What follows belongs to an exercise in optimizing a design on an open flow for small area and a short achievable clock period; a production flow would make more cautious choices.
Only simulation tests tie the RTL to the original design; equivalence was not proved.
No activity file was given, so power comes from the tool's default toggle rates.

==> try-willow: inputs <==
==> flow/design.v <==
module aq_reduce_ctrl #(
  parameter  int unsigned DRAIN_TO = 64,
  localparam int unsigned GW       = 16,
  localparam int unsigned DW       = 32,
  localparam int unsigned CW       = 32
) (
  input  logic          RST_N,
  input  logic          CLK,
  input  logic [GW-1:0] CFG_ORG_X,
  input  logic [GW-1:0] CFG_ORG_Y,
  input  logic [GW-1:0] CFG_CNV_X,
  input  logic [GW-1:0] CFG_CNV_Y,
  input  logic          START,
  input  logic          ABORT,
  input  logic          S_TVALID,
  input  logic [DW-1:0] S_TDATA,
  output logic          S_TREADY,
  output logic [GW-1:0] ORG_X,
  output logic [GW-1:0] ORG_Y,
  output logic [GW-1:0] CNV_X,
  output logic [GW-1:0] CNV_Y,
  output logic          DIN_WE,
  output logic          DIN_FSYNC,
  output logic [DW-1:0] DIN,
  input  logic          DOUT_OE,
  input  logic          DOUT_LAST,
  output logic          BUSY,
  output logic          DONE,
  output logic          ERR,
  output logic [CW-1:0] OUT_CNT
);
  logic          r_busy, r_fsync, r_tready, r_drain, r_done;
  logic          r_err, r_din_we;
  logic [DW-1:0] r_din;
  logic [CW-1:0] r_out_cnt;
  logic [GW-1:0] r_org_x, r_org_y, r_cnv_x, r_cnv_y;
  logic [GW-1:0] r_px_x, r_px_y;
  logic [GW-1:0] r_oc_x, r_oc_y;
  logic          r_oc_over;
  function automatic logic [GW-1:0] f_dec(input logic [GW-1:0] a, input logic en);
    logic [GW-1:0] m;
    for (int i = 0; i < GW; i++) begin
      m = '0;
      for (int j = 0; j < i; j++) m[j] = 1'b1;
      f_dec[i] = a[i] ^ (en && ((a & m) == '0));
    end
  endfunction
  function automatic logic [CW:0] f_inc(input logic [CW-1:0] a, input logic en);
    logic [CW:0] x, m;
    x = {1'b0, a};
    for (int i = 0; i <= CW; i++) begin
      m = '0;
      for (int j = 0; j < i; j++) m[j] = 1'b1;
      f_inc[i] = x[i] ^ (en && ((x & m) == m));
    end
  endfunction
  function automatic logic f_le(input logic [GW-1:0] a, input logic [GW-1:0] b);
    logic [GW-1:0] gt, lt;
    logic          g, l;
    for (int i = 0; i < GW; i++) begin
      gt[i] = a[i] && !b[i];
      lt[i] = !a[i] && b[i];
    end
    for (int s = 1; s < GW; s = s * 2)
      for (int i = 0; i + s < GW; i += 2 * s) begin
        g = gt[i + 2 * s - 1] || (!lt[i + 2 * s - 1] && gt[i + s - 1]);
        l = lt[i + 2 * s - 1] || (!gt[i + 2 * s - 1] && lt[i + s - 1]);
        gt[i + 2 * s - 1] = g;
        lt[i + 2 * s - 1] = l;
      end
    f_le = !gt[GW-1];
  endfunction
  logic          w_cfg_ok, w_start_ok, w_fin, w_sync1, w_hs, w_px_row, w_last_px;
  logic          w_drain_to, w_oe_en, w_wrap, w_oc_row, w_oc_load, w_cnt_eq;
  logic [CW:0]   w_out_inc;
  logic [GW-1:0] w_org_x_nxt, w_org_y_nxt, w_cnv_x_nxt, w_cnv_y_nxt;
  assign w_cfg_ok   = (CFG_CNV_X != '0) && f_le(CFG_CNV_X, CFG_ORG_X) &&
                      (CFG_CNV_Y != '0) && f_le(CFG_CNV_Y, CFG_ORG_Y);
  assign w_start_ok = !r_busy && START && w_cfg_ok;
  assign w_fin      = r_busy && r_done;
  assign w_sync1    = r_busy && !r_fsync && !r_tready && !r_drain && !r_done;
  assign w_hs       = r_tready && S_TVALID;
  assign w_px_row   = r_px_x == GW'(1);
  assign w_last_px  = w_px_row && (r_px_y == GW'(1));
  assign w_drain_to = r_px_y[5:0] == 6'(1 - DRAIN_TO);
  assign w_oe_en    = DOUT_OE && r_busy && !r_done;
  assign w_out_inc  = f_inc(r_out_cnt, w_oe_en);
  assign w_wrap     = w_out_inc[CW];
  assign w_oc_row   = w_oe_en && (r_oc_x == GW'(1));
  assign w_oc_load  = w_wrap;
  assign w_cnt_eq   = !r_oc_over && (w_oe_en ? (w_oc_row && (r_oc_y == GW'(1)))
                                             : (r_oc_y == '0));
  assign w_org_x_nxt = w_start_ok ? CFG_ORG_X : r_org_x;
  assign w_org_y_nxt = w_start_ok ? CFG_ORG_Y : r_org_y;
  assign w_cnv_x_nxt = w_start_ok ? CFG_CNV_X : r_cnv_x;
  assign w_cnv_y_nxt = w_start_ok ? CFG_CNV_Y : r_cnv_y;
  always_ff @(posedge CLK or negedge RST_N) begin
    if (!RST_N) begin
      r_busy    <= 1'b0;
      r_fsync   <= 1'b0;
      r_tready  <= 1'b0;
      r_drain   <= 1'b0;
      r_done    <= 1'b0;
      r_err     <= 1'b0;
      r_din_we  <= 1'b0;
      r_din     <= '0;
      r_out_cnt <= '0;
      r_org_x   <= '0;
      r_org_y   <= '0;
      r_cnv_x   <= '0;
      r_cnv_y   <= '0;
      r_px_x    <= '0;
      r_px_y    <= '0;
      r_oc_x    <= '0;
      r_oc_y    <= '0;
      r_oc_over <= 1'b0;
    end else begin
      r_busy   <= r_busy ? (!ABORT && !r_done) : (START && w_cfg_ok);
      r_fsync  <= w_start_ok;
      r_tready <= !ABORT && (w_sync1 || (r_tready && !(w_hs && w_last_px)));
      r_drain  <= !ABORT && ((w_hs && w_last_px) || (r_drain && !DOUT_LAST && !w_drain_to));
      r_done   <= (!r_busy && START && !w_cfg_ok) ||
                  (r_drain && !ABORT && (DOUT_LAST || w_drain_to));
      if (r_busy && ABORT)                r_err <= 1'b1;
      else if (!r_busy && START)          r_err <= !w_cfg_ok;
      else if (r_drain && DOUT_LAST)      r_err <= r_err || !w_cnt_eq;
      else if (r_drain && w_drain_to)     r_err <= 1'b1;
      r_din_we <= w_hs && !ABORT;
      if (w_hs && !ABORT) r_din <= S_TDATA;
      r_out_cnt <= w_start_ok ? '0 : w_out_inc[CW-1:0];
      r_org_x   <= w_org_x_nxt;
      r_org_y   <= w_org_y_nxt;
      r_cnv_x   <= w_cnv_x_nxt;
      r_cnv_y   <= w_cnv_y_nxt;
      r_px_x <= (r_fsync || (w_hs && w_px_row)) ? r_org_x : f_dec(r_px_x, w_hs);
      r_px_y <= r_fsync ? r_org_y : f_dec(r_px_y, (w_hs && w_px_row) || r_drain);
      if (!r_busy) begin
        r_oc_x    <= CFG_CNV_X;
        r_oc_y    <= CFG_CNV_Y;
        r_oc_over <= 1'b0;
      end else begin
        r_oc_x    <= (w_oc_load || w_oc_row) ? r_cnv_x : f_dec(r_oc_x, w_oe_en);
        r_oc_y    <= w_oc_load ? r_cnv_y : f_dec(r_oc_y, w_oc_row);
        r_oc_over <= !w_oc_load && (r_oc_over || (w_oe_en && r_oc_y == '0));
      end
    end
  end
  assign S_TREADY  = r_tready;
  assign ORG_X     = r_org_x;
  assign ORG_Y     = r_org_y;
  assign CNV_X     = r_cnv_x;
  assign CNV_Y     = r_cnv_y;
  assign DIN_WE    = r_din_we;
  assign DIN_FSYNC = r_fsync;
  assign DIN       = r_din;
  assign BUSY      = r_busy;
  assign DONE      = r_done;
  assign ERR       = r_err;
  assign OUT_CNT   = r_out_cnt;
endmodule
==> flow/flow/run.sh <==
#!/bin/bash
# Standard ORFS layout with two changes: the port buffers are buf_1 cells, and
# synthesis maps the logic with flow/abc_speed.script (a delay-driven ABC map)
# in place of ORFS's own abc_speed.script. Everything else is ORFS's scripts.
set -euo pipefail
rm -rf myscripts
cp -r "$FLOW_HOME/scripts" myscripts
cp flow/abc_speed.script myscripts/abc_speed.script
export SCRIPTS_DIR="$PWD/myscripts"
export BUFFER_PORTS_ARGS="-buffer_cell sky130_fd_sc_hd__buf_1"
bash standard.sh > standard.log 2>&1
==> flow/flow/abc_speed.script <==
strash
dch
map -D 1200
topo
stime -c
buffer -c
upsize -c
dnsize -c
==> flow/standard.sh <==
#!/bin/bash
# synth_recipe.tcl (not shown) runs the flow's synth.tcl, then flattens the netlist and writes it again
# the make line also repeats each setting of config.mk as NAME=value (left out here)
make -C /OpenROAD-flow-scripts/flow DESIGN_CONFIG=/design/flow/config.mk WORK_HOME=/design/flow/orfs CLKGATE_MAP_FILE= SYNTH_SCRIPT=/design/flow/synth_recipe.tcl "${@:-finish}"
==> flow/config.mk <==
export PLATFORM = sky130hd
export DESIGN_NAME = aq_reduce_ctrl
export DESIGN_NICKNAME = aq_reduce_ctrl
export VERILOG_FILES = /design/flow/design.v
export SDC_FILE = /design/flow/constraint.sdc
export NUM_CORES = 4
export LEC_CHECK = 0
export CAP_MARGIN = 20
export CORE_MARGIN = 2
export CORE_UTILIZATION = 55
export CTS_BUF_LIST = sky130_fd_sc_hd__clkbuf_8
export CTS_CLUSTER_SIZE = 8
export SETUP_SLACK_MARGIN = 4.4
export SLEW_MARGIN = 20
==> flow/constraint.sdc <==
create_clock -name core_clock -period 8.0 [get_ports {CLK}]
set_input_delay 1.6000 -clock core_clock [delete_from_list [all_inputs] [get_ports {CLK}]]
set_output_delay 1.6000 -clock core_clock [all_outputs]
set_load 0.01 [all_outputs]
==> try-amber: changes against try-willow <==
--- a/flow/design.v
+++ b/flow/design.v
@@ -75,2 +75,3 @@
   logic [CW:0]   w_out_inc;
+  logic [CW-1:0] w_out_cnt;
   logic [GW-1:0] w_org_x_nxt, w_org_y_nxt, w_cnv_x_nxt, w_cnv_y_nxt;
@@ -86,3 +87,4 @@
   assign w_oe_en    = DOUT_OE && r_busy && !r_done;
-  assign w_out_inc  = f_inc(r_out_cnt, w_oe_en);
+  assign w_out_cnt  = r_fsync ? '0 : r_out_cnt;
+  assign w_out_inc  = f_inc(w_out_cnt, w_oe_en);
   assign w_wrap     = w_out_inc[CW];
@@ -129,3 +131,3 @@
       if (w_hs && !ABORT) r_din <= S_TDATA;
-      r_out_cnt <= w_start_ok ? '0 : w_out_inc[CW-1:0];
+      r_out_cnt <= w_out_inc[CW-1:0];
       r_org_x   <= w_org_x_nxt;
@@ -158,3 +160,3 @@
   assign ERR       = r_err;
-  assign OUT_CNT   = r_out_cnt;
+  assign OUT_CNT   = w_out_cnt;
 endmodule
==> flow/flow/abc_speed.script (replaced) <==
strash
balance
dch
map -D 100
topo
--- a/flow/config.mk
+++ b/flow/config.mk
@@ -11,4 +11,4 @@
 export CTS_BUF_LIST = sky130_fd_sc_hd__clkbuf_8
-export CTS_CLUSTER_SIZE = 8
-export SETUP_SLACK_MARGIN = 4.4
+export CTS_CLUSTER_SIZE = 10
+export SETUP_SLACK_MARGIN = 5.0
 export SLEW_MARGIN = 20
==> try-harbor: changes against try-willow <==
--- a/flow/config.mk
+++ b/flow/config.mk
@@ -12,3 +12,4 @@
 export CTS_CLUSTER_SIZE = 8
-export SETUP_SLACK_MARGIN = 4.4
+export SETUP_SLACK_MARGIN = 4.85
 export SLEW_MARGIN = 20
+export TNS_END_PERCENT = 10
==> qor summary <==
Number of gates resized after CTS: try-amber 136; try-willow 1; try-harbor 9
Vias per inst: try-amber 5.89; try-willow 5.49; try-harbor 5.58
Arrival time of the worst setup path: try-amber 1.64 ns; try-willow 3.72 ns; try-harbor 3.44 ns
First element of the critical path: try-amber r_fsync$_DFF_PN0_; try-willow CFG_CNV_X[15]; try-harbor CFG_CNV_Y[15]
Number of global-route vias before repair: try-amber 9905; try-willow 8598; try-harbor 8705
Wire length per cell: try-amber 18.9 um; try-willow 16.6 um; try-harbor 17.6 um
Worst hold start: try-amber r_org_y[8]$_DFFE_PN0P_; try-willow r_din[5]$_DFFE_PN0P_; try-harbor r_din[5]$_DFFE_PN0P_
Top Metal Used: try-amber met4; try-willow met5; try-harbor met5
Power in combinational cells: try-amber 1.05 mW; try-willow 0.897 mW; try-harbor 0.931 mW
Cell internal pwr: try-amber 1.99 mW; try-willow 2.02 mW; try-harbor 2.04 mW
Status: try-amber finished clean; try-willow finished clean; try-harbor finished clean
Cell leakage power: try-amber 6.26 nW; try-willow 5.25 nW; try-harbor 5.44 nW
Global-route met2 utilization: try-amber 51.7%; try-willow 45.5%; try-harbor 45.9%
Area of the mapped netlist: try-amber 10400 um^2; try-willow 9990 um^2; try-harbor 9990 um^2
Cell Count Post-Placement: try-amber 1787; try-willow 1574; try-harbor 1574
Total of plain and repair buffers excluding clock buffers: try-amber 317; try-willow 243; try-harbor 264
Die H: try-amber 142 um; try-willow 139 um; try-harbor 139 um
Pre-CTS setup slack: try-amber 3.85 ns; try-willow 3.75 ns; try-harbor 3.75 ns
Clock insertion delay at the later pin of the skew report: try-amber 0.50 ns; try-willow 0.47 ns; try-harbor 0.48 ns
Total met3 wirelength after detailed routing: try-amber 3.32 mm; try-willow 2.05 mm; try-harbor 2.23 mm
Share of synthesized area spent on multiplexers: try-amber 3.46%; try-willow 3.61%; try-harbor 3.61%
Number of distinct standard cells referenced by the synthesized netlist: try-amber 34; try-willow 56; try-harbor 56
Final cycle utilization of the critical path: try-amber 40.5%; try-willow 41.9%; try-harbor 38.4%

## afterwards: timing with drivers on the ports
In the flow no input, the clock included, has a driving cell. The finished layouts below were timed again as built, in two steps. Step 1: set_driving_cell puts a clkbuf_16 on CLK and a buf_2 on each other input, an assumption about the parent block. Step 2 times the ports against the registers' clock, not the clock port: input delays grow and output delays shrink by t, the midpoint of the rising clock arrivals with the driver on. Three values: ideal ports, drivers, drivers and shift; two values: the first two.
run | shift t [ns] | setup WS [ns] | cell pins on the clock port's net
try-willow | 0.506 | 4.647 / 4.654 / 4.148 | 1
try-amber | 0.531 | 4.758 / 4.717 / 4.452 | 1
try-harbor | 0.511 | 4.929 / 4.932 / 4.421 | 1
After both steps every run listed still meets setup and hold. The setup slack of try-harbor, which loses most, moves by +0.003 ns with the drivers and by -0.508 ns with both steps.
